Background: an optimization exercise with open tools, aiming at small area. Do not read the settings as production practice. No functional check of the RTL was part of any run shown here.

==> flow/design.v (outline; a module is shown in full before it is edited, if it fits) <==
// module add_rca: 15 lines
// module add_bk: 32 lines
// module add_sk: 26 lines
// module pan_tilt_top: 698 lines
module pan_tilt_top (
	input  logic clk,
	input  logic reset,
	input  logic in_valid,
	input  logic [11:0] x_com,
	input  logic [11:0] y_com,
	input  logic [11:0] x_light,
	input  logic [11:0] y_light,
	input  logic [11:0] height,
	output logic out_valid,
	output logic [7:0] pan,
	output logic [7:0] tilt
);
  // ...
==> flow/run.sh <==
#!/bin/bash
# synth_recipe.tcl (not shown) runs the flow's synth.tcl, then flattens the netlist and writes it again
# the make line also repeats each setting of config.mk as NAME=value (left out here)
make -C /OpenROAD-flow-scripts/flow DESIGN_CONFIG=/design/flow/config.mk WORK_HOME=/design/flow/orfs CLKGATE_MAP_FILE= SYNTH_SCRIPT=/design/flow/synth_recipe.tcl finish
==> flow/config.mk <==
export PLATFORM = sky130hd
export DESIGN_NAME = pan_tilt_top
export DESIGN_NICKNAME = pan_tilt_top
export VERILOG_FILES = /design/flow/design.v
export SDC_FILE = /design/flow/constraint.sdc
export NUM_CORES = 4
export LEC_CHECK = 0
export CAP_MARGIN = 20
export CORE_MARGIN = 2
export CORE_UTILIZATION = 40
export SLEW_MARGIN = 20
==> flow/constraint.sdc <==
create_clock -name core_clock -period 5.0 [get_ports {clk}]
set_input_delay 1.0000 -clock core_clock [delete_from_list [all_inputs] [get_ports {clk}]]
set_output_delay 1.0000 -clock core_clock [all_outputs]
set_load 0.01 [all_outputs]
==> out/results.txt, run 1 <==
Antenna cells - 0
Startpoint types - flop
Clock latency (worst-skew pair) - 610 ps
Final instance area - 41,300 sq um
RSZ-0062 raised after global routing - true
SO Faults - negative setup slack
Status - finished with violations
Met3 usage - 0.0192
Cell family with most CP delay - adder cells
Final setup viols - 41
Buffer share of cell area - 0.102
WHS Path Cells - 0
Post-CTS resize count - 118
Data required time of the critical path - 4000 ps
Die H - 289 um
Top sig layer - met4
IO buf count - 79
Final setup margin - -2280 ps
Clock buf count - 74
Crit path largest cell delay - 460 ps
Comb_multi_in - 2,196
Net count, final - 4,384
Inverter count - 384
Hold_sp - pb7_r5$_DFF_P_
Post-detail-place hpwl - 53,200 um
Measured slew at the worst slew-check pin - 820 ps
Initial Util - 0.405
==> inputs of run 2 (changes only) <==
--- a/flow/design.v
+++ b/flow/design.v
@@ -266,17 +266,22 @@
 	logic pcsa_s6_59, pcsa_s6_60;
 	logic pcsa_s6_61, pcsa_s6_62;
 	logic pcsa_s6_63, pcsa_s6_64;
 	logic pcsa_s6_65, pcsa_s6_66;
 	logic pcsa_s6_67, pcsa_s6_68;
 	logic pcsa_s6_69, pcsa_s6_70;
 	logic pcsa_s6_71, pcsa_s6_72;
 	logic pcsa_s6_73, pcsa_s6_74;
-	logic [15:0] pcsa_s6_75, pcsa_s6_76, pcsa_s6_77;
+	logic pcsa_s6_75, pcsa_s6_76;
+	logic pcsa_s6_77, pcsa_s6_78;
+	logic pcsa_s6_79, pcsa_s6_80;
+	logic pcsa_s6_81, pcsa_s6_82;
+	logic pcsa_s6_83, pcsa_s6_84;
+	logic [15:0] pcsa_s6_85, pcsa_s6_86, pcsa_s6_87;
 	logic [0:0] tb1_s6;
 	logic [14:0] tx2_s6;
 	logic [13:0] ty2_s6;
 	logic [7:0] pan_b_r7;
 	logic [0:0] tb1_r7;
 	logic [14:0] tx2_r7;
 	logic [13:0] ty2_r7;
 	logic [0:0] tb2_s7;
@@ -405,17 +410,22 @@
 	logic tcsa_s12_59, tcsa_s12_60;
 	logic tcsa_s12_61, tcsa_s12_62;
 	logic tcsa_s12_63, tcsa_s12_64;
 	logic tcsa_s12_65, tcsa_s12_66;
 	logic tcsa_s12_67, tcsa_s12_68;
 	logic tcsa_s12_69, tcsa_s12_70;
 	logic tcsa_s12_71, tcsa_s12_72;
 	logic tcsa_s12_73, tcsa_s12_74;
-	logic [15:0] tcsa_s12_75, tcsa_s12_76, tcsa_s12_77;
+	logic tcsa_s12_75, tcsa_s12_76;
+	logic tcsa_s12_77, tcsa_s12_78;
+	logic tcsa_s12_79, tcsa_s12_80;
+	logic tcsa_s12_81, tcsa_s12_82;
+	logic tcsa_s12_83, tcsa_s12_84;
+	logic [15:0] tcsa_s12_85, tcsa_s12_86, tcsa_s12_87;
 	logic [12:1] vld;
 	assign dx_s0 = {1'b0, x_com} - {1'b0, x_light};
 	assign dy_s0 = {1'b0, y_com} - {1'b0, y_light};
 	assign sf_s0 = dx_s0[12];
 	add_sk #(.W(12)) u_add1 (.a((dx_s0[11:0] ^ {12{dx_s0[12]}})), .b(12'd0), .ci(dx_s0[12]), .s(px0_s0));
 	add_sk #(.W(13)) u_add2 (.a((dy_s0 ^ {13{dx_s0[12]}})), .b(13'd0), .ci(dx_s0[12]), .s(py0_s0));
 	assign hprod_s1 = height_r1 * 15'd26981;
 	assign hs_s1 = hprod_s1[26:14];
@@ -467,94 +477,104 @@
 	assign plo12_s5 = {1'b0, pX_r5[2:0]} + {1'b0, pa12_s5};
 	assign pc12_s5 = (&pX_r5[11:3]) & plo12_s5[3];
 	add_sk #(.W(4)) u_add23 (.a(py12_s5[3:0]), .b(({2'b0, pX_r5[13:12]} ^ {4{~py12_s5[4]}})), .ci(~(pc12_s5 ^ py12_s5[4])), .s(py13_s5));
 	assign pb13_s6 = ~py13_r6[3];
 	assign pa14_s6 = pa13_r6 + {2'b0, py13_r6[3]};
 	add_sk #(.W(14)) u_add24 (.a(pX_r6), .b({11'b0, pa14_s6}), .ci(1'b0), .s(px14_s6));
 	add_sk #(.W(14)) u_add25 (.a(px14_s6), .b({1'b0, hs_r6}), .ci(1'b0), .s(tx1_s6));
 	add_sk #(.W(15)) u_add26 (.a({1'b0, px14_s6}), .b(~{2'b0, hs_r6}), .ci(1'b1), .s(ty1_s6));
-	assign pcsa_s6_1 = 1'b1 ^ pb2_r6 ^ pb3_r6;
-	assign pcsa_s6_2 = (1'b1 & pb2_r6) | (1'b1 & pb3_r6) | (pb2_r6 & pb3_r6);
-	assign pcsa_s6_3 = pb4_r6 ^ pb6_r6 ^ pb7_r6;
-	assign pcsa_s6_4 = (pb4_r6 & pb6_r6) | (pb4_r6 & pb7_r6) | (pb6_r6 & pb7_r6);
-	assign pcsa_s6_5 = pb8_r6 ^ pb11_r6 ^ pb12_r6;
-	assign pcsa_s6_6 = (pb8_r6 & pb11_r6) | (pb8_r6 & pb12_r6) | (pb11_r6 & pb12_r6);
-	assign pcsa_s6_7 = pb13_s6 ^ pcsa_s6_1 ^ pcsa_s6_3;
-	assign pcsa_s6_8 = (pb13_s6 & pcsa_s6_1) | (pb13_s6 & pcsa_s6_3) | (pcsa_s6_1 & pcsa_s6_3);
-	assign pcsa_s6_9 = pb2_r6 ^ pb4_r6 ^ pb5_r6;
-	assign pcsa_s6_10 = (pb2_r6 & pb4_r6) | (pb2_r6 & pb5_r6) | (pb4_r6 & pb5_r6);
-	assign pcsa_s6_11 = pb6_r6 ^ pb10_r6 ^ pb12_r6;
-	assign pcsa_s6_12 = (pb6_r6 & pb10_r6) | (pb6_r6 & pb12_r6) | (pb10_r6 & pb12_r6);
-	assign pcsa_s6_13 = pcsa_s6_2 ^ pcsa_s6_4 ^ pcsa_s6_6;
-	assign pcsa_s6_14 = (pcsa_s6_2 & pcsa_s6_4) | (pcsa_s6_2 & pcsa_s6_6) | (pcsa_s6_4 & pcsa_s6_6);
-	assign pcsa_s6_15 = pcsa_s6_9 ^ pcsa_s6_11 ^ pcsa_s6_8;
-	assign pcsa_s6_16 = (pcsa_s6_9 & pcsa_s6_11) | (pcsa_s6_9 & pcsa_s6_8) | (pcsa_s6_11 & pcsa_s6_8);
-	assign pcsa_s6_17 = 1'b1 ^ pb1_r6 ^ pb5_r6;
-	assign pcsa_s6_18 = (1'b1 & pb1_r6) | (1'b1 & pb5_r6) | (pb1_r6 & pb5_r6);
-	assign pcsa_s6_19 = pb9_r6 ^ pb11_r6 ^ pcsa_s6_10;
-	assign pcsa_s6_20 = (pb9_r6 & pb11_r6) | (pb9_r6 & pcsa_s6_10) | (pb11_r6 & pcsa_s6_10);
-	assign pcsa_s6_21 = pcsa_s6_12 ^ pcsa_s6_17 ^ pcsa_s6_14;
-	assign pcsa_s6_22 = (pcsa_s6_12 & pcsa_s6_17) | (pcsa_s6_12 & pcsa_s6_14) | (pcsa_s6_17 & pcsa_s6_14);
-	assign pcsa_s6_23 = pcsa_s6_19 ^ pcsa_s6_16 ^ pcsa_s6_21;
-	assign pcsa_s6_24 = (pcsa_s6_19 & pcsa_s6_16) | (pcsa_s6_19 & pcsa_s6_21) | (pcsa_s6_16 & pcsa_s6_21);
-	assign pcsa_s6_25 = 1'b1 ^ pb2_r6 ^ pb4_r6;
-	assign pcsa_s6_26 = (1'b1 & pb2_r6) | (1'b1 & pb4_r6) | (pb2_r6 & pb4_r6);
-	assign pcsa_s6_27 = pb8_r6 ^ pb10_r6 ^ pcsa_s6_18;
-	assign pcsa_s6_28 = (pb8_r6 & pb10_r6) | (pb8_r6 & pcsa_s6_18) | (pb10_r6 & pcsa_s6_18);
-	assign pcsa_s6_29 = pcsa_s6_25 ^ pcsa_s6_20 ^ pcsa_s6_27;
-	assign pcsa_s6_30 = (pcsa_s6_25 & pcsa_s6_20) | (pcsa_s6_25 & pcsa_s6_27) | (pcsa_s6_20 & pcsa_s6_27);
-	assign pcsa_s6_31 = pcsa_s6_22 ^ pcsa_s6_29 ^ pcsa_s6_24;
-	assign pcsa_s6_32 = (pcsa_s6_22 & pcsa_s6_29) | (pcsa_s6_22 & pcsa_s6_24) | (pcsa_s6_29 & pcsa_s6_24);
-	assign pcsa_s6_33 = 1'b1 ^ pb2_r6 ^ pb3_r6;
-	assign pcsa_s6_34 = (1'b1 & pb2_r6) | (1'b1 & pb3_r6) | (pb2_r6 & pb3_r6);
-	assign pcsa_s6_35 = pb7_r6 ^ pb9_r6 ^ pcsa_s6_26;
-	assign pcsa_s6_36 = (pb7_r6 & pb9_r6) | (pb7_r6 & pcsa_s6_26) | (pb9_r6 & pcsa_s6_26);
-	assign pcsa_s6_37 = pcsa_s6_33 ^ pcsa_s6_28 ^ pcsa_s6_35;
-	assign pcsa_s6_38 = (pcsa_s6_33 & pcsa_s6_28) | (pcsa_s6_33 & pcsa_s6_35) | (pcsa_s6_28 & pcsa_s6_35);
-	assign pcsa_s6_39 = pcsa_s6_30 ^ pcsa_s6_37 ^ pcsa_s6_32;
-	assign pcsa_s6_40 = (pcsa_s6_30 & pcsa_s6_37) | (pcsa_s6_30 & pcsa_s6_32) | (pcsa_s6_37 & pcsa_s6_32);
-	assign pcsa_s6_41 = 1'b1 ^ pb1_r6 ^ pb2_r6;
-	assign pcsa_s6_42 = (1'b1 & pb1_r6) | (1'b1 & pb2_r6) | (pb1_r6 & pb2_r6);
-	assign pcsa_s6_43 = pb6_r6 ^ pb8_r6 ^ pcsa_s6_34;
-	assign pcsa_s6_44 = (pb6_r6 & pb8_r6) | (pb6_r6 & pcsa_s6_34) | (pb8_r6 & pcsa_s6_34);
-	assign pcsa_s6_45 = pcsa_s6_41 ^ pcsa_s6_36 ^ pcsa_s6_43;
-	assign pcsa_s6_46 = (pcsa_s6_41 & pcsa_s6_36) | (pcsa_s6_41 & pcsa_s6_43) | (pcsa_s6_36 & pcsa_s6_43);
-	assign pcsa_s6_47 = pcsa_s6_38 ^ pcsa_s6_45 ^ pcsa_s6_40;
-	assign pcsa_s6_48 = (pcsa_s6_38 & pcsa_s6_45) | (pcsa_s6_38 & pcsa_s6_40) | (pcsa_s6_45 & pcsa_s6_40);
-	assign pcsa_s6_49 = 1'b1 ^ pb1_r6 ^ pb2_r6;
-	assign pcsa_s6_50 = (1'b1 & pb1_r6) | (1'b1 & pb2_r6) | (pb1_r6 & pb2_r6);
-	assign pcsa_s6_51 = pb5_r6 ^ pb7_r6 ^ pcsa_s6_42;
-	assign pcsa_s6_52 = (pb5_r6 & pb7_r6) | (pb5_r6 & pcsa_s6_42) | (pb7_r6 & pcsa_s6_42);
-	assign pcsa_s6_53 = pcsa_s6_49 ^ pcsa_s6_44 ^ pcsa_s6_51;
-	assign pcsa_s6_54 = (pcsa_s6_49 & pcsa_s6_44) | (pcsa_s6_49 & pcsa_s6_51) | (pcsa_s6_44 & pcsa_s6_51);
-	assign pcsa_s6_55 = pcsa_s6_46 ^ pcsa_s6_53 ^ pcsa_s6_48;
-	assign pcsa_s6_56 = (pcsa_s6_46 & pcsa_s6_53) | (pcsa_s6_46 & pcsa_s6_48) | (pcsa_s6_53 & pcsa_s6_48);
-	assign pcsa_s6_57 = pb1_r6 ^ pb2_r6 ^ pb4_r6;
-	assign pcsa_s6_58 = (pb1_r6 & pb2_r6) | (pb1_r6 & pb4_r6) | (pb2_r6 & pb4_r6);
-	assign pcsa_s6_59 = pb6_r6 ^ pcsa_s6_50 ^ pcsa_s6_57;
-	assign pcsa_s6_60 = (pb6_r6 & pcsa_s6_50) | (pb6_r6 & pcsa_s6_57) | (pcsa_s6_50 & pcsa_s6_57);
-	assign pcsa_s6_61 = pcsa_s6_52 ^ pcsa_s6_59 ^ pcsa_s6_54;
-	assign pcsa_s6_62 = (pcsa_s6_52 & pcsa_s6_59) | (pcsa_s6_52 & pcsa_s6_54) | (pcsa_s6_59 & pcsa_s6_54);
-	assign pcsa_s6_63 = pb2_r6 ^ pb3_r6 ^ pb5_r6;
-	assign pcsa_s6_64 = (pb2_r6 & pb3_r6) | (pb2_r6 & pb5_r6) | (pb3_r6 & pb5_r6);
-	assign pcsa_s6_65 = pcsa_s6_58 ^ pcsa_s6_63 ^ pcsa_s6_60;
-	assign pcsa_s6_66 = (pcsa_s6_58 & pcsa_s6_63) | (pcsa_s6_58 & pcsa_s6_60) | (pcsa_s6_63 & pcsa_s6_60);
-	assign pcsa_s6_67 = pb1_r6 ^ pb4_r6 ^ pcsa_s6_64;
-	assign pcsa_s6_68 = (pb1_r6 & pb4_r6) | (pb1_r6 & pcsa_s6_64) | (pb4_r6 & pcsa_s6_64);
-	assign pcsa_s6_69 = 1'b1 ^ pb3_r6 ^ pcsa_s6_68;
-	assign pcsa_s6_70 = (1'b1 & pb3_r6) | (1'b1 & pcsa_s6_68) | (pb3_r6 & pcsa_s6_68);
-	assign pcsa_s6_71 = 1'b1 ^ pb2_r6 ^ pcsa_s6_70;
-	assign pcsa_s6_72 = (1'b1 & pb2_r6) | (1'b1 & pcsa_s6_70) | (pb2_r6 & pcsa_s6_70);
-	assign pcsa_s6_73 = 1'b1 ^ pb1_r6 ^ pcsa_s6_72;
-	assign pcsa_s6_74 = (1'b1 & pb1_r6) | (1'b1 & pcsa_s6_72) | (pb1_r6 & pcsa_s6_72);
-	assign pcsa_s6_75 = {1'b0, pb0_r6, pcsa_s6_73, pcsa_s6_71, pcsa_s6_69, pcsa_s6_66, pcsa_s6_62, pcsa_s6_56, pcsa_s6_55, pcsa_s6_47, pcsa_s6_39, pcsa_s6_31, pcsa_s6_23, pcsa_s6_13, pcsa_s6_5, 1'b1};
-	assign pcsa_s6_76 = {1'b0, pcsa_s6_74, 1'b0, 1'b0, 1'b0, pcsa_s6_67, pcsa_s6_65, pcsa_s6_61, 1'b0, 1'b0, 1'b0, 1'b0, 1'b0, pcsa_s6_15, pcsa_s6_7, 1'b0};
-	add_sk #(.W(16)) u_add27 (.a(pcsa_s6_75), .b(pcsa_s6_76), .ci(1'b0), .s(pcsa_s6_77));
-	assign pan_b_s6 = {pcsa_s6_77[15] ^ sf_r6, pcsa_s6_77[14:8]};
+	assign pcsa_s6_1 = pb2_r6 ^ pb3_r6;
+	assign pcsa_s6_2 = pb2_r6 & pb3_r6;
+	assign pcsa_s6_3 = pcsa_s6_1 ^ pb4_r6 ^ pb6_r6;
+	assign pcsa_s6_4 = (pcsa_s6_1 & pb4_r6) | (pcsa_s6_1 & pb6_r6) | (pb4_r6 & pb6_r6);
+	assign pcsa_s6_5 = pb7_r6 ^ pb8_r6;
+	assign pcsa_s6_6 = pb7_r6 & pb8_r6;
+	assign pcsa_s6_7 = pcsa_s6_2 ^ pb2_r6 ^ pb4_r6;
+	assign pcsa_s6_8 = (pcsa_s6_2 & pb2_r6) | (pcsa_s6_2 & pb4_r6) | (pb2_r6 & pb4_r6);
+	assign pcsa_s6_9 = pb5_r6 ^ pb6_r6;
+	assign pcsa_s6_10 = pb5_r6 & pb6_r6;
+	assign pcsa_s6_11 = pb1_r6 ^ pb5_r6;
+	assign pcsa_s6_12 = pb1_r6 & pb5_r6;
+	assign pcsa_s6_13 = pcsa_s6_3 ^ pcsa_s6_5 ^ pb11_r6;
+	assign pcsa_s6_14 = (pcsa_s6_3 & pcsa_s6_5) | (pcsa_s6_3 & pb11_r6) | (pcsa_s6_5 & pb11_r6);
+	assign pcsa_s6_15 = pcsa_s6_4 ^ pcsa_s6_6 ^ pcsa_s6_7;
+	assign pcsa_s6_16 = (pcsa_s6_4 & pcsa_s6_6) | (pcsa_s6_4 & pcsa_s6_7) | (pcsa_s6_6 & pcsa_s6_7);
+	assign pcsa_s6_17 = pcsa_s6_9 ^ pb10_r6;
+	assign pcsa_s6_18 = pcsa_s6_9 & pb10_r6;
+	assign pcsa_s6_19 = pcsa_s6_8 ^ pcsa_s6_10 ^ pcsa_s6_11;
+	assign pcsa_s6_20 = (pcsa_s6_8 & pcsa_s6_10) | (pcsa_s6_8 & pcsa_s6_11) | (pcsa_s6_10 & pcsa_s6_11);
+	assign pcsa_s6_21 = pb9_r6 ^ pb11_r6 ^ 1'b1;
+	assign pcsa_s6_22 = (pb9_r6 & pb11_r6) | (pb9_r6 & 1'b1) | (pb11_r6 & 1'b1);
+	assign pcsa_s6_23 = pcsa_s6_12 ^ pb2_r6 ^ pb4_r6;
+	assign pcsa_s6_24 = (pcsa_s6_12 & pb2_r6) | (pcsa_s6_12 & pb4_r6) | (pb2_r6 & pb4_r6);
+	assign pcsa_s6_25 = pb8_r6 ^ pb10_r6 ^ 1'b1;
+	assign pcsa_s6_26 = (pb8_r6 & pb10_r6) | (pb8_r6 & 1'b1) | (pb10_r6 & 1'b1);
+	assign pcsa_s6_27 = pb2_r6 ^ pb3_r6 ^ pb7_r6;
+	assign pcsa_s6_28 = (pb2_r6 & pb3_r6) | (pb2_r6 & pb7_r6) | (pb3_r6 & pb7_r6);
+	assign pcsa_s6_29 = pb9_r6 ^ 1'b1;
+	assign pcsa_s6_30 = pb9_r6 & 1'b1;
+	assign pcsa_s6_31 = pb1_r6 ^ pb2_r6 ^ pb6_r6;
+	assign pcsa_s6_32 = (pb1_r6 & pb2_r6) | (pb1_r6 & pb6_r6) | (pb2_r6 & pb6_r6);
+	assign pcsa_s6_33 = pb8_r6 ^ 1'b1;
+	assign pcsa_s6_34 = pb8_r6 & 1'b1;
+	assign pcsa_s6_35 = pb1_r6 ^ pb2_r6 ^ pb5_r6;
+	assign pcsa_s6_36 = (pb1_r6 & pb2_r6) | (pb1_r6 & pb5_r6) | (pb2_r6 & pb5_r6);
+	assign pcsa_s6_37 = pb7_r6 ^ 1'b1;
+	assign pcsa_s6_38 = pb7_r6 & 1'b1;
+	assign pcsa_s6_39 = pb1_r6 ^ pb2_r6 ^ pb4_r6;
+	assign pcsa_s6_40 = (pb1_r6 & pb2_r6) | (pb1_r6 & pb4_r6) | (pb2_r6 & pb4_r6);
+	assign pcsa_s6_41 = pcsa_s6_13 ^ pb12_r6;
+	assign pcsa_s6_42 = pcsa_s6_13 & pb12_r6;
+	assign pcsa_s6_43 = pcsa_s6_14 ^ pcsa_s6_15 ^ pcsa_s6_17;
+	assign pcsa_s6_44 = (pcsa_s6_14 & pcsa_s6_15) | (pcsa_s6_14 & pcsa_s6_17) | (pcsa_s6_15 & pcsa_s6_17);
+	assign pcsa_s6_45 = pcsa_s6_16 ^ pcsa_s6_18 ^ pcsa_s6_19;
+	assign pcsa_s6_46 = (pcsa_s6_16 & pcsa_s6_18) | (pcsa_s6_16 & pcsa_s6_19) | (pcsa_s6_18 & pcsa_s6_19);
+	assign pcsa_s6_47 = pcsa_s6_20 ^ pcsa_s6_22 ^ pcsa_s6_23;
+	assign pcsa_s6_48 = (pcsa_s6_20 & pcsa_s6_22) | (pcsa_s6_20 & pcsa_s6_23) | (pcsa_s6_22 & pcsa_s6_23);
+	assign pcsa_s6_49 = pcsa_s6_24 ^ pcsa_s6_26 ^ pcsa_s6_27;
+	assign pcsa_s6_50 = (pcsa_s6_24 & pcsa_s6_26) | (pcsa_s6_24 & pcsa_s6_27) | (pcsa_s6_26 & pcsa_s6_27);
+	assign pcsa_s6_51 = pcsa_s6_28 ^ pcsa_s6_30 ^ pcsa_s6_31;
+	assign pcsa_s6_52 = (pcsa_s6_28 & pcsa_s6_30) | (pcsa_s6_28 & pcsa_s6_31) | (pcsa_s6_30 & pcsa_s6_31);
+	assign pcsa_s6_53 = pcsa_s6_32 ^ pcsa_s6_34 ^ pcsa_s6_35;
+	assign pcsa_s6_54 = (pcsa_s6_32 & pcsa_s6_34) | (pcsa_s6_32 & pcsa_s6_35) | (pcsa_s6_34 & pcsa_s6_35);
+	assign pcsa_s6_55 = pcsa_s6_36 ^ pcsa_s6_38 ^ pcsa_s6_39;
+	assign pcsa_s6_56 = (pcsa_s6_36 & pcsa_s6_38) | (pcsa_s6_36 & pcsa_s6_39) | (pcsa_s6_38 & pcsa_s6_39);
+	assign pcsa_s6_57 = pcsa_s6_40 ^ pb2_r6 ^ pb3_r6;
+	assign pcsa_s6_58 = (pcsa_s6_40 & pb2_r6) | (pcsa_s6_40 & pb3_r6) | (pb2_r6 & pb3_r6);
+	assign pcsa_s6_59 = pcsa_s6_41 ^ pb13_s6;
+	assign pcsa_s6_60 = pcsa_s6_41 & pb13_s6;
+	assign pcsa_s6_61 = pcsa_s6_42 ^ pcsa_s6_43 ^ pb12_r6;
+	assign pcsa_s6_62 = (pcsa_s6_42 & pcsa_s6_43) | (pcsa_s6_42 & pb12_r6) | (pcsa_s6_43 & pb12_r6);
+	assign pcsa_s6_63 = pcsa_s6_44 ^ pcsa_s6_45 ^ pcsa_s6_21;
+	assign pcsa_s6_64 = (pcsa_s6_44 & pcsa_s6_45) | (pcsa_s6_44 & pcsa_s6_21) | (pcsa_s6_45 & pcsa_s6_21);
+	assign pcsa_s6_65 = pcsa_s6_46 ^ pcsa_s6_47 ^ pcsa_s6_25;
+	assign pcsa_s6_66 = (pcsa_s6_46 & pcsa_s6_47) | (pcsa_s6_46 & pcsa_s6_25) | (pcsa_s6_47 & pcsa_s6_25);
+	assign pcsa_s6_67 = pcsa_s6_48 ^ pcsa_s6_49 ^ pcsa_s6_29;
+	assign pcsa_s6_68 = (pcsa_s6_48 & pcsa_s6_49) | (pcsa_s6_48 & pcsa_s6_29) | (pcsa_s6_49 & pcsa_s6_29);
+	assign pcsa_s6_69 = pcsa_s6_50 ^ pcsa_s6_51 ^ pcsa_s6_33;
+	assign pcsa_s6_70 = (pcsa_s6_50 & pcsa_s6_51) | (pcsa_s6_50 & pcsa_s6_33) | (pcsa_s6_51 & pcsa_s6_33);
+	assign pcsa_s6_71 = pcsa_s6_52 ^ pcsa_s6_53 ^ pcsa_s6_37;
+	assign pcsa_s6_72 = (pcsa_s6_52 & pcsa_s6_53) | (pcsa_s6_52 & pcsa_s6_37) | (pcsa_s6_53 & pcsa_s6_37);
+	assign pcsa_s6_73 = pcsa_s6_54 ^ pcsa_s6_55 ^ pb6_r6;
+	assign pcsa_s6_74 = (pcsa_s6_54 & pcsa_s6_55) | (pcsa_s6_54 & pb6_r6) | (pcsa_s6_55 & pb6_r6);
+	assign pcsa_s6_75 = pcsa_s6_56 ^ pcsa_s6_57 ^ pb5_r6;
+	assign pcsa_s6_76 = (pcsa_s6_56 & pcsa_s6_57) | (pcsa_s6_56 & pb5_r6) | (pcsa_s6_57 & pb5_r6);
+	assign pcsa_s6_77 = pcsa_s6_58 ^ pb1_r6 ^ pb4_r6;
+	assign pcsa_s6_78 = (pcsa_s6_58 & pb1_r6) | (pcsa_s6_58 & pb4_r6) | (pb1_r6 & pb4_r6);
+	assign pcsa_s6_79 = pb3_r6 ^ 1'b1;
+	assign pcsa_s6_80 = pb3_r6 & 1'b1;
+	assign pcsa_s6_81 = pb2_r6 ^ 1'b1;
+	assign pcsa_s6_82 = pb2_r6 & 1'b1;
+	assign pcsa_s6_83 = pb1_r6 ^ 1'b1;
+	assign pcsa_s6_84 = pb1_r6 & 1'b1;
+	assign pcsa_s6_85 = {1'b0, pcsa_s6_84, pcsa_s6_82, pcsa_s6_80, pcsa_s6_78, pcsa_s6_76, pcsa_s6_74, pcsa_s6_72, pcsa_s6_70, pcsa_s6_68, pcsa_s6_66, pcsa_s6_64, pcsa_s6_62, pcsa_s6_60, pcsa_s6_59, 1'b1};
+	assign pcsa_s6_86 = {1'b0, pb0_r6, pcsa_s6_83, pcsa_s6_81, pcsa_s6_79, pcsa_s6_77, pcsa_s6_75, pcsa_s6_73, pcsa_s6_71, pcsa_s6_69, pcsa_s6_67, pcsa_s6_65, pcsa_s6_63, pcsa_s6_61, 1'b1, 1'b0};
+	add_sk #(.W(16)) u_add27 (.a(pcsa_s6_85), .b(pcsa_s6_86), .ci(1'b0), .s(pcsa_s6_87));
+	assign pan_b_s6 = {pcsa_s6_87[15] ^ sf_r6, pcsa_s6_87[14:8]};
 	assign tb1_s6 = ~ty1_s6[14];
 	add_sk #(.W(15)) u_add28 (.a({1'b0, tx1_s6}), .b({2'b0, (ty1_s6[13:1] ^ {13{ty1_s6[14]}})}), .ci(ty1_s6[14]), .s(tx2_s6));
 	add_sk #(.W(14)) u_add29 (.a(ty1_s6[13:0]), .b(({1'b0, tx1_s6[13:1]} ^ {14{~ty1_s6[14]}})), .ci(~ty1_s6[14]), .s(ty2_s6));
 	assign tb2_s7 = ~ty2_r7[13];
 	add_sk #(.W(15)) u_add30 (.a(tx2_r7), .b({4'b0, (ty2_r7[12:2] ^ {11{ty2_r7[13]}})}), .ci(ty2_r7[13]), .s(tx3_s7));
 	add_sk #(.W(13)) u_add31 (.a(ty2_r7[12:0]), .b((tx2_r7[14:2] ^ {13{~ty2_r7[13]}})), .ci(~ty2_r7[13]), .s(ty3_s7));
 	assign tb3_s7 = ~ty3_s7[12];
 	add_sk #(.W(15)) u_add32 (.a(tx3_s7), .b({6'b0, (ty3_s7[11:3] ^ {9{ty3_s7[12]}})}), .ci(ty3_s7[12]), .s(tx4_s7));
@@ -590,94 +610,104 @@
 	assign tlo11_s11 = {1'b0, tX_r11[2:0]} + {1'b0, ta11_s11};
 	assign tc11_s11 = (&tX_r11[10:3]) & tlo11_s11[3];
 	add_sk #(.W(5)) u_add45 (.a(ty11_s11[4:0]), .b(({1'b0, tX_r11[14:11]} ^ {5{~ty11_s11[5]}})), .ci(~(tc11_s11 ^ ty11_s11[5])), .s(ty12_s11));
 	assign tb12_s11 = ~ty12_s11[4];
 	assign tlo12_s11 = {1'b0, tX_r11[2:0]} + {1'b0, ta12_s11};
 	assign tc12_s11 = (&tX_r11[11:3]) & tlo12_s11[3];
 	add_sk #(.W(5)) u_add46 (.a(ty12_s11), .b(({2'b0, tX_r11[14:12]} ^ {5{~ty12_s11[4]}})), .ci(~(tc12_s11 ^ ty12_s11[4])), .s(ty13_s11));
 	assign tb13_s11 = ~ty13_s11[4];
-	assign tcsa_s12_1 = 1'b1 ^ tb2_r12 ^ tb3_r12;
-	assign tcsa_s12_2 = (1'b1 & tb2_r12) | (1'b1 & tb3_r12) | (tb2_r12 & tb3_r12);
+	assign tcsa_s12_1 = tb2_r12 ^ tb3_r12;
+	assign tcsa_s12_2 = tb2_r12 & tb3_r12;
 	assign tcsa_s12_3 = tcsa_s12_1 ^ tb4_r12 ^ tb6_r12;
 	assign tcsa_s12_4 = (tcsa_s12_1 & tb4_r12) | (tcsa_s12_1 & tb6_r12) | (tb4_r12 & tb6_r12);
-	assign tcsa_s12_5 = tcsa_s12_3 ^ tb7_r12 ^ tb8_r12;
-	assign tcsa_s12_6 = (tcsa_s12_3 & tb7_r12) | (tcsa_s12_3 & tb8_r12) | (tb7_r12 & tb8_r12);
-	assign tcsa_s12_7 = tcsa_s12_5 ^ tb11_r12 ^ tb12_r12;
-	assign tcsa_s12_8 = (tcsa_s12_5 & tb11_r12) | (tcsa_s12_5 & tb12_r12) | (tb11_r12 & tb12_r12);
-	assign tcsa_s12_9 = tb2_r12 ^ tcsa_s12_2 ^ tb4_r12;
-	assign tcsa_s12_10 = (tb2_r12 & tcsa_s12_2) | (tb2_r12 & tb4_r12) | (tcsa_s12_2 & tb4_r12);
-	assign tcsa_s12_11 = tcsa_s12_9 ^ tb5_r12 ^ tb6_r12;
-	assign tcsa_s12_12 = (tcsa_s12_9 & tb5_r12) | (tcsa_s12_9 & tb6_r12) | (tb5_r12 & tb6_r12);
-	assign tcsa_s12_13 = tcsa_s12_4 ^ tcsa_s12_11 ^ tcsa_s12_6;
-	assign tcsa_s12_14 = (tcsa_s12_4 & tcsa_s12_11) | (tcsa_s12_4 & tcsa_s12_6) | (tcsa_s12_11 & tcsa_s12_6);
-	assign tcsa_s12_15 = tcsa_s12_13 ^ tb10_r12 ^ tb12_r12;
-	assign tcsa_s12_16 = (tcsa_s12_13 & tb10_r12) | (tcsa_s12_13 & tb12_r12) | (tb10_r12 & tb12_r12);
-	assign tcsa_s12_17 = 1'b1 ^ tb1_r12 ^ tcsa_s12_10;
-	assign tcsa_s12_18 = (1'b1 & tb1_r12) | (1'b1 & tcsa_s12_10) | (tb1_r12 & tcsa_s12_10);
-	assign tcsa_s12_19 = tb5_r12 ^ tcsa_s12_17 ^ tcsa_s12_12;
-	assign tcsa_s12_20 = (tb5_r12 & tcsa_s12_17) | (tb5_r12 & tcsa_s12_12) | (tcsa_s12_17 & tcsa_s12_12);
-	assign tcsa_s12_21 = tcsa_s12_19 ^ tb9_r12 ^ tcsa_s12_14;
-	assign tcsa_s12_22 = (tcsa_s12_19 & tb9_r12) | (tcsa_s12_19 & tcsa_s12_14) | (tb9_r12 & tcsa_s12_14);
-	assign tcsa_s12_23 = tcsa_s12_21 ^ tb11_r12 ^ tcsa_s12_16;
-	assign tcsa_s12_24 = (tcsa_s12_21 & tb11_r12) | (tcsa_s12_21 & tcsa_s12_16) | (tb11_r12 & tcsa_s12_16);
-	assign tcsa_s12_25 = 1'b1 ^ tb2_r12 ^ tb4_r12;
-	assign tcsa_s12_26 = (1'b1 & tb2_r12) | (1'b1 & tb4_r12) | (tb2_r12 & tb4_r12);
-	assign tcsa_s12_27 = tcsa_s12_25 ^ tcsa_s12_18 ^ tcsa_s12_20;
-	assign tcsa_s12_28 = (tcsa_s12_25 & tcsa_s12_18) | (tcsa_s12_25 & tcsa_s12_20) | (tcsa_s12_18 & tcsa_s12_20);
-	assign tcsa_s12_29 = tcsa_s12_27 ^ tb8_r12 ^ tcsa_s12_22;
-	assign tcsa_s12_30 = (tcsa_s12_27 & tb8_r12) | (tcsa_s12_27 & tcsa_s12_22) | (tb8_r12 & tcsa_s12_22);
-	assign tcsa_s12_31 = tb10_r12 ^ tcsa_s12_29 ^ tcsa_s12_24;
-	assign tcsa_s12_32 = (tb10_r12 & tcsa_s12_29) | (tb10_r12 & tcsa_s12_24) | (tcsa_s12_29 & tcsa_s12_24);
-	assign tcsa_s12_33 = 1'b1 ^ tb2_r12 ^ tb3_r12;
-	assign tcsa_s12_34 = (1'b1 & tb2_r12) | (1'b1 & tb3_r12) | (tb2_r12 & tb3_r12);
-	assign tcsa_s12_35 = tcsa_s12_33 ^ tcsa_s12_26 ^ tb7_r12;
-	assign tcsa_s12_36 = (tcsa_s12_33 & tcsa_s12_26) | (tcsa_s12_33 & tb7_r12) | (tcsa_s12_26 & tb7_r12);
-	assign tcsa_s12_37 = tcsa_s12_28 ^ tcsa_s12_35 ^ tb9_r12;
-	assign tcsa_s12_38 = (tcsa_s12_28 & tcsa_s12_35) | (tcsa_s12_28 & tb9_r12) | (tcsa_s12_35 & tb9_r12);
-	assign tcsa_s12_39 = tcsa_s12_37 ^ tcsa_s12_30 ^ tcsa_s12_32;
-	assign tcsa_s12_40 = (tcsa_s12_37 & tcsa_s12_30) | (tcsa_s12_37 & tcsa_s12_32) | (tcsa_s12_30 & tcsa_s12_32);
-	assign tcsa_s12_41 = 1'b1 ^ tb1_r12 ^ tb2_r12;
-	assign tcsa_s12_42 = (1'b1 & tb1_r12) | (1'b1 & tb2_r12) | (tb1_r12 & tb2_r12);
-	assign tcsa_s12_43 = tcsa_s12_41 ^ tcsa_s12_34 ^ tb6_r12;
-	assign tcsa_s12_44 = (tcsa_s12_41 & tcsa_s12_34) | (tcsa_s12_41 & tb6_r12) | (tcsa_s12_34 & tb6_r12);
-	assign tcsa_s12_45 = tcsa_s12_43 ^ tcsa_s12_36 ^ tb8_r12;
-	assign tcsa_s12_46 = (tcsa_s12_43 & tcsa_s12_36) | (tcsa_s12_43 & tb8_r12) | (tcsa_s12_36 & tb8_r12);
-	assign tcsa_s12_47 = tcsa_s12_45 ^ tcsa_s12_38 ^ tcsa_s12_40;
-	assign tcsa_s12_48 = (tcsa_s12_45 & tcsa_s12_38) | (tcsa_s12_45 & tcsa_s12_40) | (tcsa_s12_38 & tcsa_s12_40);
-	assign tcsa_s12_49 = 1'b1 ^ tb1_r12 ^ tb2_r12;
-	assign tcsa_s12_50 = (1'b1 & tb1_r12) | (1'b1 & tb2_r12) | (tb1_r12 & tb2_r12);
-	assign tcsa_s12_51 = tcsa_s12_42 ^ tcsa_s12_49 ^ tb5_r12;
-	assign tcsa_s12_52 = (tcsa_s12_42 & tcsa_s12_49) | (tcsa_s12_42 & tb5_r12) | (tcsa_s12_49 & tb5_r12);
-	assign tcsa_s12_53 = tcsa_s12_51 ^ tcsa_s12_44 ^ tb7_r12;
-	assign tcsa_s12_54 = (tcsa_s12_51 & tcsa_s12_44) | (tcsa_s12_51 & tb7_r12) | (tcsa_s12_44 & tb7_r12);
-	assign tcsa_s12_55 = tcsa_s12_53 ^ tcsa_s12_46 ^ tcsa_s12_48;
-	assign tcsa_s12_56 = (tcsa_s12_53 & tcsa_s12_46) | (tcsa_s12_53 & tcsa_s12_48) | (tcsa_s12_46 & tcsa_s12_48);
-	assign tcsa_s12_57 = tb1_r12 ^ tb2_r12 ^ tcsa_s12_50;
-	assign tcsa_s12_58 = (tb1_r12 & tb2_r12) | (tb1_r12 & tcsa_s12_50) | (tb2_r12 & tcsa_s12_50);
-	assign tcsa_s12_59 = tcsa_s12_57 ^ tb4_r12 ^ tcsa_s12_52;
-	assign tcsa_s12_60 = (tcsa_s12_57 & tb4_r12) | (tcsa_s12_57 & tcsa_s12_52) | (tb4_r12 & tcsa_s12_52);
-	assign tcsa_s12_61 = tb6_r12 ^ tcsa_s12_59 ^ tcsa_s12_54;
-	assign tcsa_s12_62 = (tb6_r12 & tcsa_s12_59) | (tb6_r12 & tcsa_s12_54) | (tcsa_s12_59 & tcsa_s12_54);
-	assign tcsa_s12_63 = tb2_r12 ^ tb3_r12 ^ tcsa_s12_58;
-	assign tcsa_s12_64 = (tb2_r12 & tb3_r12) | (tb2_r12 & tcsa_s12_58) | (tb3_r12 & tcsa_s12_58);
-	assign tcsa_s12_65 = tcsa_s12_63 ^ tb5_r12 ^ tcsa_s12_60;
-	assign tcsa_s12_66 = (tcsa_s12_63 & tb5_r12) | (tcsa_s12_63 & tcsa_s12_60) | (tb5_r12 & tcsa_s12_60);
-	assign tcsa_s12_67 = tb1_r12 ^ tcsa_s12_64 ^ tb4_r12;
-	assign tcsa_s12_68 = (tb1_r12 & tcsa_s12_64) | (tb1_r12 & tb4_r12) | (tcsa_s12_64 & tb4_r12);
-	assign tcsa_s12_69 = 1'b1 ^ tb3_r12 ^ tcsa_s12_68;
-	assign tcsa_s12_70 = (1'b1 & tb3_r12) | (1'b1 & tcsa_s12_68) | (tb3_r12 & tcsa_s12_68);
-	assign tcsa_s12_71 = 1'b1 ^ tb2_r12 ^ tcsa_s12_70;
-	assign tcsa_s12_72 = (1'b1 & tb2_r12) | (1'b1 & tcsa_s12_70) | (tb2_r12 & tcsa_s12_70);
-	assign tcsa_s12_73 = 1'b1 ^ tb1_r12 ^ tcsa_s12_72;
-	assign tcsa_s12_74 = (1'b1 & tb1_r12) | (1'b1 & tcsa_s12_72) | (tb1_r12 & tcsa_s12_72);
-	assign tcsa_s12_75 = {1'b1, 1'b1, tcsa_s12_73, tcsa_s12_71, tcsa_s12_69, tcsa_s12_66, tcsa_s12_62, tcsa_s12_56, tcsa_s12_55, tcsa_s12_47, tcsa_s12_39, tcsa_s12_31, tcsa_s12_23, tcsa_s12_8, tb13_r12, 1'b1};
-	assign tcsa_s12_76 = {1'b0, tcsa_s12_74, 1'b0, 1'b0, 1'b0, tcsa_s12_67, tcsa_s12_65, tcsa_s12_61, 1'b0, 1'b0, 1'b0, 1'b0, 1'b0, tcsa_s12_15, tcsa_s12_7, 1'b0};
-	add_sk #(.W(16)) u_add47 (.a(tcsa_s12_75), .b(tcsa_s12_76), .ci(1'b0), .s(tcsa_s12_77));
-	assign tilt_b_s12 = tcsa_s12_77[15] ? 8'd0 : tcsa_s12_77[14] ? 8'd255 : tcsa_s12_77[13:6];
+	assign tcsa_s12_5 = tb7_r12 ^ tb8_r12;
+	assign tcsa_s12_6 = tb7_r12 & tb8_r12;
+	assign tcsa_s12_7 = tcsa_s12_2 ^ tb2_r12 ^ tb4_r12;
+	assign tcsa_s12_8 = (tcsa_s12_2 & tb2_r12) | (tcsa_s12_2 & tb4_r12) | (tb2_r12 & tb4_r12);
+	assign tcsa_s12_9 = tb5_r12 ^ tb6_r12;
+	assign tcsa_s12_10 = tb5_r12 & tb6_r12;
+	assign tcsa_s12_11 = tb1_r12 ^ tb5_r12;
+	assign tcsa_s12_12 = tb1_r12 & tb5_r12;
+	assign tcsa_s12_13 = tcsa_s12_3 ^ tcsa_s12_5 ^ tb11_r12;
+	assign tcsa_s12_14 = (tcsa_s12_3 & tcsa_s12_5) | (tcsa_s12_3 & tb11_r12) | (tcsa_s12_5 & tb11_r12);
+	assign tcsa_s12_15 = tcsa_s12_4 ^ tcsa_s12_6 ^ tcsa_s12_7;
+	assign tcsa_s12_16 = (tcsa_s12_4 & tcsa_s12_6) | (tcsa_s12_4 & tcsa_s12_7) | (tcsa_s12_6 & tcsa_s12_7);
+	assign tcsa_s12_17 = tcsa_s12_9 ^ tb10_r12;
+	assign tcsa_s12_18 = tcsa_s12_9 & tb10_r12;
+	assign tcsa_s12_19 = tcsa_s12_8 ^ tcsa_s12_10 ^ tcsa_s12_11;
+	assign tcsa_s12_20 = (tcsa_s12_8 & tcsa_s12_10) | (tcsa_s12_8 & tcsa_s12_11) | (tcsa_s12_10 & tcsa_s12_11);
+	assign tcsa_s12_21 = tb9_r12 ^ tb11_r12 ^ 1'b1;
+	assign tcsa_s12_22 = (tb9_r12 & tb11_r12) | (tb9_r12 & 1'b1) | (tb11_r12 & 1'b1);
+	assign tcsa_s12_23 = tcsa_s12_12 ^ tb2_r12 ^ tb4_r12;
+	assign tcsa_s12_24 = (tcsa_s12_12 & tb2_r12) | (tcsa_s12_12 & tb4_r12) | (tb2_r12 & tb4_r12);
+	assign tcsa_s12_25 = tb8_r12 ^ tb10_r12 ^ 1'b1;
+	assign tcsa_s12_26 = (tb8_r12 & tb10_r12) | (tb8_r12 & 1'b1) | (tb10_r12 & 1'b1);
+	assign tcsa_s12_27 = tb2_r12 ^ tb3_r12 ^ tb7_r12;
+	assign tcsa_s12_28 = (tb2_r12 & tb3_r12) | (tb2_r12 & tb7_r12) | (tb3_r12 & tb7_r12);
+	assign tcsa_s12_29 = tb9_r12 ^ 1'b1;
+	assign tcsa_s12_30 = tb9_r12 & 1'b1;
+	assign tcsa_s12_31 = tb1_r12 ^ tb2_r12 ^ tb6_r12;
+	assign tcsa_s12_32 = (tb1_r12 & tb2_r12) | (tb1_r12 & tb6_r12) | (tb2_r12 & tb6_r12);
+	assign tcsa_s12_33 = tb8_r12 ^ 1'b1;
+	assign tcsa_s12_34 = tb8_r12 & 1'b1;
+	assign tcsa_s12_35 = tb1_r12 ^ tb2_r12 ^ tb5_r12;
+	assign tcsa_s12_36 = (tb1_r12 & tb2_r12) | (tb1_r12 & tb5_r12) | (tb2_r12 & tb5_r12);
+	assign tcsa_s12_37 = tb7_r12 ^ 1'b1;
+	assign tcsa_s12_38 = tb7_r12 & 1'b1;
+	assign tcsa_s12_39 = tb1_r12 ^ tb2_r12 ^ tb4_r12;
+	assign tcsa_s12_40 = (tb1_r12 & tb2_r12) | (tb1_r12 & tb4_r12) | (tb2_r12 & tb4_r12);
+	assign tcsa_s12_41 = tcsa_s12_13 ^ tb12_r12;
+	assign tcsa_s12_42 = tcsa_s12_13 & tb12_r12;
+	assign tcsa_s12_43 = tcsa_s12_14 ^ tcsa_s12_15 ^ tcsa_s12_17;
+	assign tcsa_s12_44 = (tcsa_s12_14 & tcsa_s12_15) | (tcsa_s12_14 & tcsa_s12_17) | (tcsa_s12_15 & tcsa_s12_17);
+	assign tcsa_s12_45 = tcsa_s12_16 ^ tcsa_s12_18 ^ tcsa_s12_19;
+	assign tcsa_s12_46 = (tcsa_s12_16 & tcsa_s12_18) | (tcsa_s12_16 & tcsa_s12_19) | (tcsa_s12_18 & tcsa_s12_19);
+	assign tcsa_s12_47 = tcsa_s12_20 ^ tcsa_s12_22 ^ tcsa_s12_23;
+	assign tcsa_s12_48 = (tcsa_s12_20 & tcsa_s12_22) | (tcsa_s12_20 & tcsa_s12_23) | (tcsa_s12_22 & tcsa_s12_23);
+	assign tcsa_s12_49 = tcsa_s12_24 ^ tcsa_s12_26 ^ tcsa_s12_27;
+	assign tcsa_s12_50 = (tcsa_s12_24 & tcsa_s12_26) | (tcsa_s12_24 & tcsa_s12_27) | (tcsa_s12_26 & tcsa_s12_27);
+	assign tcsa_s12_51 = tcsa_s12_28 ^ tcsa_s12_30 ^ tcsa_s12_31;
+	assign tcsa_s12_52 = (tcsa_s12_28 & tcsa_s12_30) | (tcsa_s12_28 & tcsa_s12_31) | (tcsa_s12_30 & tcsa_s12_31);
+	assign tcsa_s12_53 = tcsa_s12_32 ^ tcsa_s12_34 ^ tcsa_s12_35;
+	assign tcsa_s12_54 = (tcsa_s12_32 & tcsa_s12_34) | (tcsa_s12_32 & tcsa_s12_35) | (tcsa_s12_34 & tcsa_s12_35);
+	assign tcsa_s12_55 = tcsa_s12_36 ^ tcsa_s12_38 ^ tcsa_s12_39;
+	assign tcsa_s12_56 = (tcsa_s12_36 & tcsa_s12_38) | (tcsa_s12_36 & tcsa_s12_39) | (tcsa_s12_38 & tcsa_s12_39);
+	assign tcsa_s12_57 = tcsa_s12_40 ^ tb2_r12 ^ tb3_r12;
+	assign tcsa_s12_58 = (tcsa_s12_40 & tb2_r12) | (tcsa_s12_40 & tb3_r12) | (tb2_r12 & tb3_r12);
+	assign tcsa_s12_59 = tcsa_s12_41 ^ tb13_r12;
+	assign tcsa_s12_60 = tcsa_s12_41 & tb13_r12;
+	assign tcsa_s12_61 = tcsa_s12_42 ^ tcsa_s12_43 ^ tb12_r12;
+	assign tcsa_s12_62 = (tcsa_s12_42 & tcsa_s12_43) | (tcsa_s12_42 & tb12_r12) | (tcsa_s12_43 & tb12_r12);
+	assign tcsa_s12_63 = tcsa_s12_44 ^ tcsa_s12_45 ^ tcsa_s12_21;
+	assign tcsa_s12_64 = (tcsa_s12_44 & tcsa_s12_45) | (tcsa_s12_44 & tcsa_s12_21) | (tcsa_s12_45 & tcsa_s12_21);
+	assign tcsa_s12_65 = tcsa_s12_46 ^ tcsa_s12_47 ^ tcsa_s12_25;
+	assign tcsa_s12_66 = (tcsa_s12_46 & tcsa_s12_47) | (tcsa_s12_46 & tcsa_s12_25) | (tcsa_s12_47 & tcsa_s12_25);
+	assign tcsa_s12_67 = tcsa_s12_48 ^ tcsa_s12_49 ^ tcsa_s12_29;
+	assign tcsa_s12_68 = (tcsa_s12_48 & tcsa_s12_49) | (tcsa_s12_48 & tcsa_s12_29) | (tcsa_s12_49 & tcsa_s12_29);
+	assign tcsa_s12_69 = tcsa_s12_50 ^ tcsa_s12_51 ^ tcsa_s12_33;
+	assign tcsa_s12_70 = (tcsa_s12_50 & tcsa_s12_51) | (tcsa_s12_50 & tcsa_s12_33) | (tcsa_s12_51 & tcsa_s12_33);
+	assign tcsa_s12_71 = tcsa_s12_52 ^ tcsa_s12_53 ^ tcsa_s12_37;
+	assign tcsa_s12_72 = (tcsa_s12_52 & tcsa_s12_53) | (tcsa_s12_52 & tcsa_s12_37) | (tcsa_s12_53 & tcsa_s12_37);
+	assign tcsa_s12_73 = tcsa_s12_54 ^ tcsa_s12_55 ^ tb6_r12;
+	assign tcsa_s12_74 = (tcsa_s12_54 & tcsa_s12_55) | (tcsa_s12_54 & tb6_r12) | (tcsa_s12_55 & tb6_r12);
+	assign tcsa_s12_75 = tcsa_s12_56 ^ tcsa_s12_57 ^ tb5_r12;
+	assign tcsa_s12_76 = (tcsa_s12_56 & tcsa_s12_57) | (tcsa_s12_56 & tb5_r12) | (tcsa_s12_57 & tb5_r12);
+	assign tcsa_s12_77 = tcsa_s12_58 ^ tb1_r12 ^ tb4_r12;
+	assign tcsa_s12_78 = (tcsa_s12_58 & tb1_r12) | (tcsa_s12_58 & tb4_r12) | (tb1_r12 & tb4_r12);
+	assign tcsa_s12_79 = tb3_r12 ^ 1'b1;
+	assign tcsa_s12_80 = tb3_r12 & 1'b1;
+	assign tcsa_s12_81 = tb2_r12 ^ 1'b1;
+	assign tcsa_s12_82 = tb2_r12 & 1'b1;
+	assign tcsa_s12_83 = tb1_r12 ^ 1'b1;
+	assign tcsa_s12_84 = tb1_r12 & 1'b1;
+	assign tcsa_s12_85 = {1'b1, tcsa_s12_84, tcsa_s12_82, tcsa_s12_80, tcsa_s12_78, tcsa_s12_76, tcsa_s12_74, tcsa_s12_72, tcsa_s12_70, tcsa_s12_68, tcsa_s12_66, tcsa_s12_64, tcsa_s12_62, tcsa_s12_60, tcsa_s12_59, 1'b1};
+	assign tcsa_s12_86 = {1'b0, 1'b1, tcsa_s12_83, tcsa_s12_81, tcsa_s12_79, tcsa_s12_77, tcsa_s12_75, tcsa_s12_73, tcsa_s12_71, tcsa_s12_69, tcsa_s12_67, tcsa_s12_65, tcsa_s12_63, tcsa_s12_61, 1'b1, 1'b0};
+	add_sk #(.W(16)) u_add47 (.a(tcsa_s12_85), .b(tcsa_s12_86), .ci(1'b0), .s(tcsa_s12_87));
+	assign tilt_b_s12 = tcsa_s12_87[15] ? 8'd0 : tcsa_s12_87[14] ? 8'd255 : tcsa_s12_87[13:6];
 	always_ff @(posedge clk) begin
 		if (reset) vld <= '0;
 		else vld <= {vld[11:1], in_valid};
 	end
 	always_ff @(posedge clk) begin
 		height_r1 <= height;
 		sf_r1 <= sf_s0;
 		px0_r1 <= px0_s0;
==> out/results.txt, run 2 <==
Status - finished with violations
SO Faults - negative setup slack
Most frequent cell after synthesis - dfxtp_1
Largest net degree at the start of global routing - 20
Core footprint - 82,000 sq um
Hold buffers post-CTS - 0
Final hold vios - 0
Die H - 292 um (+0.74%)
Filler instances - 7,434
Vias in the first global route - 23,000
Finished Core Util - 0.509
Via Count - 22,100
Hold-critical path endpoint - hs_r5[12]$_DFF_P_
Remaining antenna violation count - 0
Syn Area/Cell - 10.4 sq um
Synth cell count leaders - 486 x dfxtp_1, 465 x ha_1, 407 x xnor2_1
Final setup margin - -1580 ps (+709 ps)
Critical-path maximum fanout - 4
Clk_skew - 23.1 ps
Gp weighted congestion - 0.817
Clock Path Buffers - 3
GR Util All Layers - 0.153
EDFF count, synth - 0
Syn Std Cell Area - 33,100 sq um
TritonCTS clock tree - done
Tmin final - 6580 ps
Predominant post-synthesis flop cell - dfxtp_1
Worst-path clk slew - 70 ps
DIE AREA - 85,000 sq um
Hold_sp - hs_r4[12]$_DFF_P_
WL per Instance - 13.3 um
Slew headroom - 0.554
CP most frequent cell - fa_2
Max frequency - 152 MHz
Drt first-iter violations - 534
Tcrit/Tclk final - 1.32
Clk sink count - 486
Share of the synthesized area in the top cell type - 0.294
Synth unique cells - 77
Synth Instances - 3,170
#FFs+latches synth - 486
Area Overhead vs Synth - 26.0%
RSZ-0062 raised after global routing - true
Rows - 105
Final setup viols - 39 (-4.9%)
CP arrival - 7070 ps
Placed Area - 38,300 sq um
Die width - 292 um
Setup Crit Path Kind - reg2reg
Register area share after synthesis - 0.294
H-Tree Depth - 2
TritonCTS buffer count - 54
WHS Path Cells - 0 (unchanged)
Clk root buf - clkbuf_16
Drt first pass iters - 7
IO buf count - 79 (unchanged)
Synth warn - 14
Synth area leaders - dfxtp_1 29%, ha_1 18%, fa_1 14%, xnor2_1 11%, xor2_1 6.6%
Global-route wire length before repair - 108,000 um
Reg-to-reg slack, setup - -1580 ps
I/O pin cnt - 80
Worst flop-to-flop path endpoint - py13_r6[3]$_DFF_P_
Clock latency (worst-skew pair) - 620 ps (about the same)
Slowest stage cell, crit path - fa_2
Crit path largest cell delay - 370 ps (-90 ps)
# DRC - 0
Antenna cells - 0 (unchanged)
Net count, final - 4,455 (+1.6%)
Syn nets - 3,937
Max-cap viol count - 0
Commonest non-fill, non-tap cell in the layout - dfxtp_1
Most frequent cells in the layout - 472 x dfxtp_1, 456 x ha_1, 401 x buf_4
Data required time of the critical path - 5490 ps (+1490 ps)
Layout cell share with drive strength beyond 1 - 0.217
CP Capture Type - flop
Worst hold path class - reg2reg
Startpoint types - flop
Vias/cell - 4.61
Reg2Reg Depth - 32
Asr flop ratio synth - 0
Measured slew at the worst slew-check pin - 660 ps (-160 ps)
Final WL - 63,800 um
Grt ovf - 0
Post-detail-place hpwl - 52,200 um (-1.8%)
Final instance area - 41,700 sq um (+0.91%)
Slew Limit Fails - 0
Synth area leader - dfxtp_1
Worst R2R Start - pX_r5[7]$_DFF_P_
Initial Util - 0.404 (-0.00107)
Initial antenna violation count - 1
## run 2: cell count changes after synthesis, moves of 7 or more
| cell | previous run | this run |
|---|---|---|
| a21oi_1 | 120 | 128 |
| inv_1 | 380 | 362 |
| a21o_1 | 97 | 106 |
| o21a_1 | 17 | 24 |
| and3_1 | 15 | 28 |
| ha_1 | 445 | 465 |
| nor2_1 | 103 | 124 |
## run 2: timing repair
action	4_1_cts	5_1_grt
setup buffers	62	35
resized for setup	113	106
endpoints found under the setup margin	58	96
pin swaps	76	66
## run 2: area by class of cell
type | instances | area [sq um] | area share
Multi-Input combinational cell | 2267 | 23000 | 0.552
Clock inverter | 38 | 453 | 0.0109
Inverter | 364 | 1370 | 0.0330
Clock buffer | 64 | 1470 | 0.0353
Sequential cell | 486 | 9760 | 0.234
Tap cell | 1070 | 1340 | 0.0321
Timing Repair Buffer | 515 | 4260 | 0.102
## run 2: how the worst max path moves through the flow
stage                      from                 end  slack [ps]  depth (start not counted)
2_1_floorplan  pX_r5[7]$_DFF_P_  py13_r6[3]$_DFF_P_       -1490                         32
4_1_cts        pX_r5[7]$_DFF_P_  py13_r6[3]$_DFF_P_       -1620                         32
3_3_place_gp   pX_r5[7]$_DFF_P_  py13_r6[3]$_DFF_P_       -1540                         32
5_1_grt        pX_r5[7]$_DFF_P_  py13_r6[3]$_DFF_P_       -1850                         32
3_5_place_dp   pX_r5[7]$_DFF_P_  py13_r6[3]$_DFF_P_       -1670                         32
6_report       pX_r5[7]$_DFF_P_  py13_r6[3]$_DFF_P_       -1580                         32
## run 2: layer usage
layer | global-route usage | wire length [um]
met2 | 0.284 | 32500
met5 | 0 | 0
met3 | 0.0182 | 1520
met1 | 0.182 | 27900
met4 | 0.0492 | 1830
## run 2: cells by family (layout without fill, tap and decap cells)
family	Yosys count	in the layout	synth area share
AOI/OAI and AO/OA	441	441	0.0885
adders and majority gates	711	711	0.323
muxes	9	9	0.00280
and+or+nand+nor	442	442	0.0648
xor gates and xnor gates	664	664	0.179
DFF	486	486	0.294
buffers and inverters	417	981	0.0485
## run 2: critical path: cells and delay by family (launching register included)
family	cells	cell delay [ps]
xor+xnor	9	1490
flops	1	330
buf+inv	4	250
simple gates	3	330
fa+ha+maj	9	3100
compound gates	7	930
## run 2: through the flow
step / setup WS [ps] / TNS, ps / std cells / hold slack [ps]
after floorplan: -1490 / -18190 / 3170 / 309
after global placement: -1540 / -30430 / 4614 / 310
after detailed placement: -1670 / -34010 / 4614 / 312
after CTS: -1620 / -29140 / 4776 / 319
after global routing: -1850 / -39260 / 4804 / 323
final: -1580 / -27650 / 4804 / 319
==> inputs of run 3 (changes only) <==
--- a/flow/config.mk
+++ b/flow/config.mk
@@ -5,6 +5,7 @@
 export SDC_FILE = /design/flow/constraint.sdc
 export NUM_CORES = 4
 export LEC_CHECK = 0
+export ABC_AREA = 1
 export CAP_MARGIN = 20
 export CORE_MARGIN = 2
 export CORE_UTILIZATION = 40
==> out/results.txt, run 3 <==
Die width - 295 um (+1.1%)
Synth area leaders - dfxtp_1 29%, ha_1 17%, fa_1 14%, xor2_1 9.3%, inv_1 7.0%
Setup Crit Path Kind - reg2reg
Rows - 106 (+0.95%)
#FFs+latches synth - 486 (unchanged)
Final setup margin - -955 ps (+621 ps)
Initial antenna violation count - 1 (unchanged)
Grt ovf - 0 (unchanged)
Drt first-iter violations - 689 (+29%)
Most frequent cell after synthesis - inv_1
Share of the synthesized area in the top cell type - 0.288 (-0.00622)
Synth warn - 14 (unchanged)
Tcrit/Tclk final - 1.19 (-0.124)
Synth area leader - dfxtp_1
Post-synthesis simple-gate area fraction - 0.110 (+0.0448)
TNS Setup - -8030 ps (+19,620 ps)
Post-synthesis xor/xnor area fraction - 0.153 (-0.0260)
Clk_skew - 34.5 ps (+11.4 ps)
CP arrival - 6490 ps (-580 ps)
Via Count - 22,900 (+3.6%)
RSZ-0062 raised after global routing - true
Syn Std Cell Area - 33,800 sq um (+2.2%)
Worst hold path class - reg2reg
Reg2Reg Depth - 34 (+6.3%)
Hold buffers post-CTS - 0 (unchanged)
# DRC - 0 (unchanged)
Core footprint - 83,700 sq um (+2.1%)
Largest net degree at the start of global routing - 26 (+30%)
Clk sink count - 486 (unchanged)
Status - finished with violations
Global-route wire length before repair - 108,000 um (+0.44%)
Asr flop ratio synth - 0 (unchanged)
Register area share after synthesis - 0.288 (-0.00622)
Critical-path maximum fanout - 4 (unchanged)
EDFF count, synth - 0 (unchanged)
Synth cell count leaders - 631 x inv_1, 493 x nand2_1, 486 x dfxtp_1
Net count, final - 4,774 (+7.2%)
Area Overhead vs Synth - 20.6%
I/O pin cnt - 80 (unchanged)
Clock latency (worst-skew pair) - 630 ps (about the same)
Worst-path clk slew - 60 ps (about the same)
Post-synthesis adder-cell area fraction - 0.314 (-0.00893)
Vias/cell - 4.42 (-4.0%)
Slew Limit Fails - 0 (unchanged)
Slew headroom - 0.625 (+0.0713)
GR Util All Layers - 0.151 (-0.00207)
Largest family of logic cells by synthesized area - adder cells
Post-detail-place hpwl - 52,900 um (+1.3%)
Final setup viols - 16 (-59%)
Syn Area/Cell - 9.32 sq um (-11%)
Pre-CTS setup slack - -984 ps (+687 ps)
Complex-gate fraction of the synthesized area - 0.0557 (-0.0327)
Gp weighted congestion - 0.837 (+2.4%)
Tmin final - 5950 ps (-621 ps)
Measured slew at the worst slew-check pin - 560 ps (-100 ps)
Max frequency - 168 MHz (+10%)
Vias in the first global route - 23,100 (+0.30%)
Antenna cells - 0 (unchanged)
Crit path largest cell delay - 470 ps (+100 ps)
TritonCTS clock tree - done
Predominant post-synthesis flop cell - dfxtp_1
SO Faults - negative setup slack
Synth unique cells - 60 (-22%)
CP Capture Type - flop
Startpoint types - flop
DIE AREA - 86,800 sq um (+2.1%)
Syn nets - 4,393 (+12%)
Synth Instances - 3,626 (+14%)
Layout cell share with drive strength beyond 1 - 0.167 (-0.0501)
TritonCTS buffer count - 57 (+5.6%)
CP most frequent cell - fa_2
Drt first pass iters - 4 (-3)
Clk root buf - clkbuf_16
IO buf count - 79 (unchanged)
Remaining antenna violation count - 0 (unchanged)
Initial Util - 0.404 (about the same)
Final hold vios - 0 (unchanged)
Clock Path Buffers - 3 (unchanged)
Max-cap viol count - 0 (unchanged)
Commonest non-fill, non-tap cell in the layout - inv_1
H-Tree Depth - 2 (unchanged)
WL per Instance - 12.4 um (-6.8%)
Slowest stage cell, crit path - fa_1
WHS Path Cells - 0 (unchanged)
Mux contribution to synthesized area - 0.00344 (+0.000644)
Data required time of the critical path - 5530 ps (+40 ps)
Final WL - 64,200 um (+0.66%)
Die H - 295 um (+1.1%)
Most frequent cells in the layout - 610 x inv_1, 471 x dfxtp_1, 461 x nand2_1
## run 3: changes by cell type after synthesis, sizes merged, moves of 22 or more
| cell | before | now |
|---|---|---|
| a21o | 106 | 31 |
| nor2b | 48 | 0 |
| and3 | 28 | 3 |
| nand3 | 37 | 145 |
| xnor2 | 412 | 222 |
| o21a | 24 | 2 |
| a21oi | 128 | 184 |
| xor2 | 251 | 362 |
| nand2 | 99 | 505 |
| inv | 364 | 635 |
## run 3: final cells by class
cell class | count | area [sq um]
sequential | 486 | 9760
fill | 7797 | 42900
multi-input combinational | 2471 | 22400
timing repair buffer | 353 | 2920
clock inverter | 39 | 385
clock buffer | 65 | 1480
inverter | 638 | 2400
tap | 1134 | 1420
## run 3: logic make-up after synthesis
| logic type | count (synthesis) |
|---|---|
| AOI/OAI and AO/OA | 326 |
| muxes | 11 |
| buffers and inverters | 669 |
| and+or+nand+nor | 846 |
| adders and majority gates | 704 |
| DFF | 486 |
| xor gates and xnor gates | 584 |
## run 3: metal layers
layer,track usage,share of wire,up-vias
met5,0,0.00020,-
met4,0.0371,0.019,2
met3,0.0200,0.022,75
met2,0.267,0.49,156
met1,0.193,0.47,10600
li1,-,-,12100
## run 3: final timing paths
path                         start                  to  slack (ps)
setup / recovery  pX_r5[6]$_DFF_P_  py13_r6[3]$_DFF_P_        -950
hold / removal      pb1_r3$_DFF_P_      pb1_r4$_DFF_P_         300
setup reg to reg  pX_r5[6]$_DFF_P_  py13_r6[3]$_DFF_P_        -950
hold reg to reg     pb1_r3$_DFF_P_      pb1_r4$_DFF_P_         300
## run 3: timing repair
action | in CTS | in global routing
setup buffers | 31 | 30
setup endpoints to repair | 32 | 61
cloned | 0 | 1
gates resized for setup | 105 | 158
pin swaps | 30 | 80
## run 3: per-stage QoR
stage	hold WS, ps	cells	area (sq um)	utilization
floorplan	309	3626	34000	-
global placement	310	5028	37600	0.450
detailed placement	312	5028	37600	0.450
CTS	301	5157	39900	0.476
global route	309	5186	40800	0.487
finish	304	5186	40800	0.487
## run 3: critical path, delay by kind of cell, from the launching register on
family	cells	cell delay (ps)
compound gates	3	440
flops	1	330
xor+xnor	3	500
fa+ha+maj	9	3120
buf+inv	4	280
simple gates	15	1190

## separate check: timing with driven ports
The flow's constraints put no driver on any port. The routed layouts listed below were extracted and timed again, unchanged, in two steps. Step 1 (the two cells are an assumption about what drives the block):
set clk [get_ports {clk}]
set_driving_cell -lib_cell sky130_fd_sc_hd__clkbuf_16 $clk
set_driving_cell -lib_cell sky130_fd_sc_hd__buf_2 [delete_from_list [all_inputs] $clk]
Step 2 also shifts input and output timing later by t, the mid clock arrival at the registers, as if the neighbouring blocks saw the same clock. Three values: ideal, step 1, step 2; two values: the first two.
run | t, ns | slack for setup (ns) | worst setup path at the end | worst register clock-pin slew, ns | cell pins on the clock port's net
run 1 | 0.661 | -2.284 / -2.347 / -1.685 | register to output | 0.07 / 0.07 | 1
run 2 | 0.673 | -1.576 / -1.576 / -1.576 | register to register | 0.07 / 0.07 | 1
run 3 | 0.685 | -0.955 / -0.955 / -0.955 | register to register | 0.07 / 0.07 | 1
